This is an optimization exercise on Yosys and OpenROAD, whose aim is small area and a short achievable clock period, not a production implementation.
At most, simulation tests tie the RTL to the original design; equivalence was not proved.
Power figures rest on the tool's default switching activity, not on a simulated workload.

==> run a: inputs <==
Design perf_monitor, start of the top module:
module perf_monitor #(
  parameter int          NCORES     = 4,
  parameter int          CNT_W      = 64,
  parameter int          FIFO_DEPTH = 16,
  parameter bit          FINI_ALL   = 1'b1,
  parameter logic [31:0] FINI_CODE  = 32'h0002_0000,
  parameter int          TIMEOUT    = 50000,
  localparam int         CW = (NCORES > 1) ? $clog2(NCORES) : 1
) (
  input  logic                 clk_i,
  input  logic                 rst_i,
  input  logic [NCORES-1:0]    exma_v_i,
  input  logic [NCORES-1:0]    stall_i,
  input  logic [NCORES-1:0]    stall_imem_i,
  input  logic [NCORES-1:0]    ctrl_tsfr_i,
  input  logic [NCORES-1:0]    br_misp_i,
  input  logic [NCORES-1:0]    dbus_wv_i,
  input  logic [32*NCORES-1:0] dbus_addr_i,
  input  logic [32*NCORES-1:0] dbus_wdata_i,
  input  logic                 rd_en_i,
  input  logic [CW-1:0]        rd_core_i,
  input  logic [1:0]           rd_ctr_i,
  input  logic                 wr_en_i,
  input  logic [CW-1:0]        wr_core_i,
  input  logic [1:0]           wr_ctr_i,
  input  logic [CNT_W-1:0]     wr_data_i,
  output logic [CNT_W-1:0]     rd_data_o,
  output logic                 rd_vld_o,
  output logic                 char_vld_o,
  output logic [7:0]           char_o,
  output logic [CW-1:0]        char_core_o,
  input  logic                 char_rdy_i,
  output logic [NCORES-1:0]    done_o,
  output logic                 fini_o,
  output logic                 timeout_o,
  output logic                 overflow_o
);
  localparam int MD = FIFO_DEPTH - 1;            
  localparam int MA = (MD > 1) ? $clog2(MD) : 1;
  localparam int MC = $clog2(MD + 1);
  localparam int EW = CW + 8;
  logic [CNT_W-1:0] mcycle;
  logic [CNT_W-1:0] minstret [NCORES];
  logic [CNT_W-1:0] br_pred  [NCORES];
  logic [CNT_W-1:0] br_misp  [NCORES];
  logic [CNT_W-1:0] wd;
  assign wd = rst_i ? '0 : wr_data_i;
  logic ld_mc;
  ...
==> flow/config.mk <==
export PLATFORM = sky130hd
export DESIGN_NAME = perf_monitor
export DESIGN_NICKNAME = perf_monitor
export VERILOG_FILES = /design/flow/design.v
export SDC_FILE = /design/flow/constraint.sdc
export NUM_CORES = 4
export LEC_CHECK = 0
export CAP_MARGIN = 20
export CORE_MARGIN = 2
export CORE_UTILIZATION = 45
export SETUP_SLACK_MARGIN = 1.6
export SLEW_MARGIN = 20
export TNS_END_PERCENT = 5
==> flow/constraint.sdc <==
create_clock -name core_clock -period 4.0 [get_ports {clk_i}]
set_input_delay 0.8000 -clock core_clock [delete_from_list [all_inputs] [get_ports {clk_i}]]
set_output_delay 0.8000 -clock core_clock [all_outputs]
set_load 0.01 [all_outputs]
standard.sh (not shown) runs the stock make flow with config.mk's settings and CLKGATE_MAP_FILE= SYNTH_SCRIPT=/design/flow/synth_recipe.tcl, a recipe that flattens the netlist after the stock synthesis.
==> flow/flow/run.sh <==
#!/bin/bash
# Standard layout with these changes:
#  - slow wide OR/AND/NOR cells and the adder cells are on the don't-use list,
#    so synthesis (and repair) build the logic from faster cells;
#  - ports are buffered with buf_2 cells;
#  - clock tree: larger sink clusters and no dummy loads (fewer clock buffers).
set -euo pipefail
DU="$(cat flow/dont_use.txt)"
bash standard.sh "DONT_USE_CELLS=$DU" \
  "BUFFER_PORTS_ARGS=-buffer_cell sky130_fd_sc_hd__buf_2" \
  "CTS_ARGS=-sink_clustering_enable -repair_clock_nets -dont_use_dummy_load -sink_clustering_size 24 -sink_clustering_max_diameter 100" \
  finish > flow_make.log 2>&1
Other scripts of this flow, unchanged in this note and not shown: flow/flow/dont_use.txt
==> inputs of run b, as changes to run a <==
--- a/flow/design.v
+++ b/flow/design.v
@@ -35,81 +35,87 @@
   output logic                 timeout_o,
   output logic                 overflow_o
 );
   localparam int MD = FIFO_DEPTH - 1;            
   localparam int MA = (MD > 1) ? $clog2(MD) : 1;
   localparam int MC = $clog2(MD + 1);
   localparam int EW = CW + 8;
+  logic              fini_n;
+  logic [NCORES-1:0] done_n;
+  logic [NCORES-1:0] act;
   logic [CNT_W-1:0] mcycle;
   logic [CNT_W-1:0] minstret [NCORES];
   logic [CNT_W-1:0] br_pred  [NCORES];
   logic [CNT_W-1:0] br_misp  [NCORES];
   logic [CNT_W-1:0] wd;
   assign wd = rst_i ? '0 : wr_data_i;
   logic ld_mc;
   assign ld_mc = rst_i || (wr_en_i && wr_ctr_i == 2'd0);
   pm_ctr #(.W(CNT_W)) u_mcycle (.clk_i, .ld_i(ld_mc), .wd_i(wd), .en_i(fini_n), .q_o(mcycle));
   for (genvar c = 0; c < NCORES; c++) begin : g_core
     logic en, ld1, ld2, ld3;
-    assign en  = fini_n && done_n[c] && !stall_imem_i[c] && exma_v_i[c];
+    assign en  = act[c] && !stall_imem_i[c] && exma_v_i[c];
     assign ld1 = rst_i || (wr_en_i && wr_core_i == c && wr_ctr_i == 2'd1);
     assign ld2 = rst_i || (wr_en_i && wr_core_i == c && wr_ctr_i == 2'd2);
     assign ld3 = rst_i || (wr_en_i && wr_core_i == c && wr_ctr_i == 2'd3);
     pm_ctr #(.W(CNT_W)) u_ret  (.clk_i, .ld_i(ld1), .wd_i(wd), .en_i(en && !stall_i[c]),
                                 .q_o(minstret[c]));
     pm_ctr #(.W(CNT_W)) u_pred (.clk_i, .ld_i(ld2), .wd_i(wd), .en_i(en && ctrl_tsfr_i[c]),
                                 .q_o(br_pred[c]));
     pm_ctr #(.W(CNT_W)) u_misp (.clk_i, .ld_i(ld3), .wd_i(wd),
                                 .en_i(en && ctrl_tsfr_i[c] && br_misp_i[c]), .q_o(br_misp[c]));
   end
-  logic [CNT_W-1:0] rd_sel;
-  always_comb begin
-    case (rd_ctr_i)
-      2'd0:    rd_sel = mcycle;
-      2'd1:    rd_sel = minstret[rd_core_i];
-      2'd2:    rd_sel = br_pred[rd_core_i];
-      default: rd_sel = br_misp[rd_core_i];
-    endcase
+  logic [CNT_W-1:0] rd_nx;
+  always_comb begin
+    logic s_mc;
+    s_mc  = rd_en_i && rd_ctr_i == 2'd0;
+    rd_nx = ({CNT_W{s_mc}} & mcycle) | ({CNT_W{!rd_en_i}} & rd_data_o);
+    for (int c = 0; c < NCORES; c++) begin
+      rd_nx = rd_nx
+            | ({CNT_W{rd_en_i && rd_core_i == c && rd_ctr_i == 2'd1}} & minstret[c])
+            | ({CNT_W{rd_en_i && rd_core_i == c && rd_ctr_i == 2'd2}} & br_pred[c])
+            | ({CNT_W{rd_en_i && rd_core_i == c && rd_ctr_i == 2'd3}} & br_misp[c]);
+    end
   end
   always_ff @(posedge clk_i) begin
     if (rst_i) begin
       rd_vld_o  <= 1'b0;
       rd_data_o <= '0;
     end else begin
-      rd_vld_o <= rd_en_i;
-      if (rd_en_i) rd_data_o <= rd_sel;
+      rd_vld_o  <= rd_en_i;
+      rd_data_o <= rd_nx;
     end
   end
   logic [NCORES-1:0] mmio, fin_w, chr_w;
   always_comb begin
     for (int c = 0; c < NCORES; c++) begin
-      mmio[c]  = dbus_wv_i[c] && dbus_addr_i[32*c+31] && done_n[c] && fini_n;
+      mmio[c]  = dbus_wv_i[c] && dbus_addr_i[32*c+31] && act[c];
       fin_w[c] = mmio[c] && (dbus_wdata_i[32*c +: 32] == FINI_CODE);
       chr_w[c] = mmio[c] && !fin_w[c];
     end
   end
-  logic              fini_n;
-  logic [NCORES-1:0] done_n;
   logic              fini_nx;
   logic [NCORES-1:0] done_nx;
   assign fini_nx = !fini_n | (FINI_ALL ? (&(~done_n)) : (|(~done_n)));
   assign done_nx = ~done_n | fin_w;
   always_ff @(posedge clk_i) begin
     if (rst_i) begin
       timeout_o <= 1'b0;
       fini_o    <= 1'b0;
       done_o    <= '0;
       fini_n    <= 1'b1;
       done_n    <= '1;
+      act       <= '1;
     end else begin
       if (TIMEOUT != 0 && mcycle == TIMEOUT - 1) timeout_o <= 1'b1;
       fini_o <= fini_nx;
       done_o <= done_nx;
       fini_n <= !fini_nx;
       done_n <= ~done_nx;
+      act    <= ~done_nx & {NCORES{!fini_nx}};
     end
   end
   logic [NCORES-1:0] slot_v;
   logic [7:0]        slot_d [NCORES];
   logic [NCORES-1:0] rr;
   logic [NCORES-1:0] grant;
   always_comb begin
@@ -134,15 +140,15 @@
     for (int c = 0; c < NCORES; c++) begin
       if (grant[c]) win = win | CW'(c);
       win_d = win_d | ({8{grant[c]}} & slot_d[c]);
     end
   end
   logic [EW-1:0] head;      
   logic          hv;        
-  logic [EW-1:0] mem [MD];
+  logic [MD-1:0][EW-1:0] mem;
   logic [MA-1:0] wp, rp;
   logic [MC-1:0] mcnt;      
   logic mem_e, full, pop, push, to_head, to_mem, from_mem;
   assign mem_e    = (mcnt == '0);
   assign full     = hv && (mcnt == MC'(MD));
   assign pop      = hv && char_rdy_i;
   assign push     = win_v && (!full || pop);
@@ -168,15 +174,16 @@
     end
   end
   always_ff @(posedge clk_i) begin
     for (int c = 0; c < NCORES; c++)
       if (!slot_v[c] || drain[c]) slot_d[c] <= dbus_wdata_i[32*c +: 8];
   end
   always_ff @(posedge clk_i) begin
-    if (to_mem) mem[wp] <= new_e;
+    for (int i = 0; i < MD; i++)
+      if (to_mem && wp == MA'(i)) mem[i] <= new_e;
   end
   always_ff @(posedge clk_i) begin
     if (rst_i) begin
       hv   <= 1'b0;
       head <= '0;
       wp   <= '0;
       rp   <= '0;
@@ -227,16 +234,17 @@
       localparam int K = i / 4;
       localparam logic [SW/4-1:0] GM = (SW/4)'((64'd1 << K) - 1);
       localparam logic [SW-1:0]   QM = SW'(((64'd1 << i) - 1) & ~((64'd1 << (4*K)) - 1));
       assign c[SW*s + i] = se[s] & (&(g4 | ~GM)) & (&(qs | ~QM));
     end
     if (s < NS - 1) begin : g_ones
       always_ff @(posedge clk_i) begin
-        if (ld_i)       ones[s] <= &wd_i[SW*s +: SW];
-        else if (se[s]) ones[s] <= (qs == {{(SW-1){1'b1}}, 1'b0});
+        ones[s] <= (ld_i & (&wd_i[SW*s +: SW]))
+                 | (!ld_i & se[s] & (qs == {{(SW-1){1'b1}}, 1'b0}))
+                 | (!ld_i & !se[s] & ones[s]);
       end
     end else begin : g_last
       assign ones[s] = 1'b0;
     end
   end
   always_ff @(posedge clk_i) begin
     q_o <= ld_i ? wd_i : q_o ^ c;
SETUP_SLACK_MARGIN = 2.0   (was 1.6)
==> metrics.md <==
| Metric | Value |
|---|---|
| Worst slew pin tran | `between 1000 and 1500 ps` |
| Vias per cell | `between 6 and 7` |
| Power Clock | `roughly 6.5 mW` |
| Commonest cells after routing, fill and taps aside | `nor2_1, dfxtp_1, a211oi_1` |
| Register area | `around 25000 um2` |
| Top cells by count, synth | `nor2_1, dfxtp_1, a211oi_1, nand2_1, clkbuf_1` |
| Pint | `15.3 mW` |
| WS Path Type | `flip-flop to output port` |
| Comb group | `around 2.0 mW` |
| Place WS | `~760 ps` |
| Run status | `finished clean` |
(the above is from run b)
==> metrics.md <==
| Metric | Value |
|---|---|
| Pint | `15.6 mW` |
| Commonest cells after routing, fill and taps aside | `nor2_1, dfxtp_1, a211oi_1` |
| Worst slew pin tran | `approximately 1100 ps` |
| Run status | `finished clean` |
| Top cells by count, synth | `nor2_1, dfxtp_1, a211oi_1, xnor2_1, clkbuf_1` |
| Register area | `around 26000 um2` |
| Place WS | `about 620 ps` |
| Comb group | `roughly 2.4 mW` |
| WS Path Type | `input pin to flip-flop` |
| Power Clock | `between 6 and 7 mW` |
(the above is from run a)
Only the layout flow was run in run a; the RTL was not checked for function there.

==> afterwards: timing with drivers on the ports <==
No port has a modelled driver above. Below, the same layouts with a new extraction and two added sets of constraints. Step 1 assumes that a clkbuf_16 drives the clock port and a buf_2 every other input. Step 2 times the ports against the registers' clock, not the clock port: input delays grow and output delays shrink by t, the midpoint of the rising clock arrivals with the driver on. Three values: no drivers, after step 1, after step 2; two values: the first two.
| run | shift t [ns] | slack for setup (ns) | worst setup path after step 2 | latest minus earliest clock arrival (ns) | worst register clock-pin slew, ns |
|---|---|---|---|---|---|
| run a | 0.779 | 1.323 / 1.367 / 0.588 | input to register | 0.076 / 0.076 | 0.11 / 0.11 |
| run b | 0.777 | 1.769 / 1.686 / 0.958 | input to register | 0.091 / 0.092 | 0.11 / 0.11 |
After both steps setup and hold are still met in every run listed. The setup slack of run b, which loses most, moves by -0.083 ns with the drivers and by -0.811 ns with both steps.
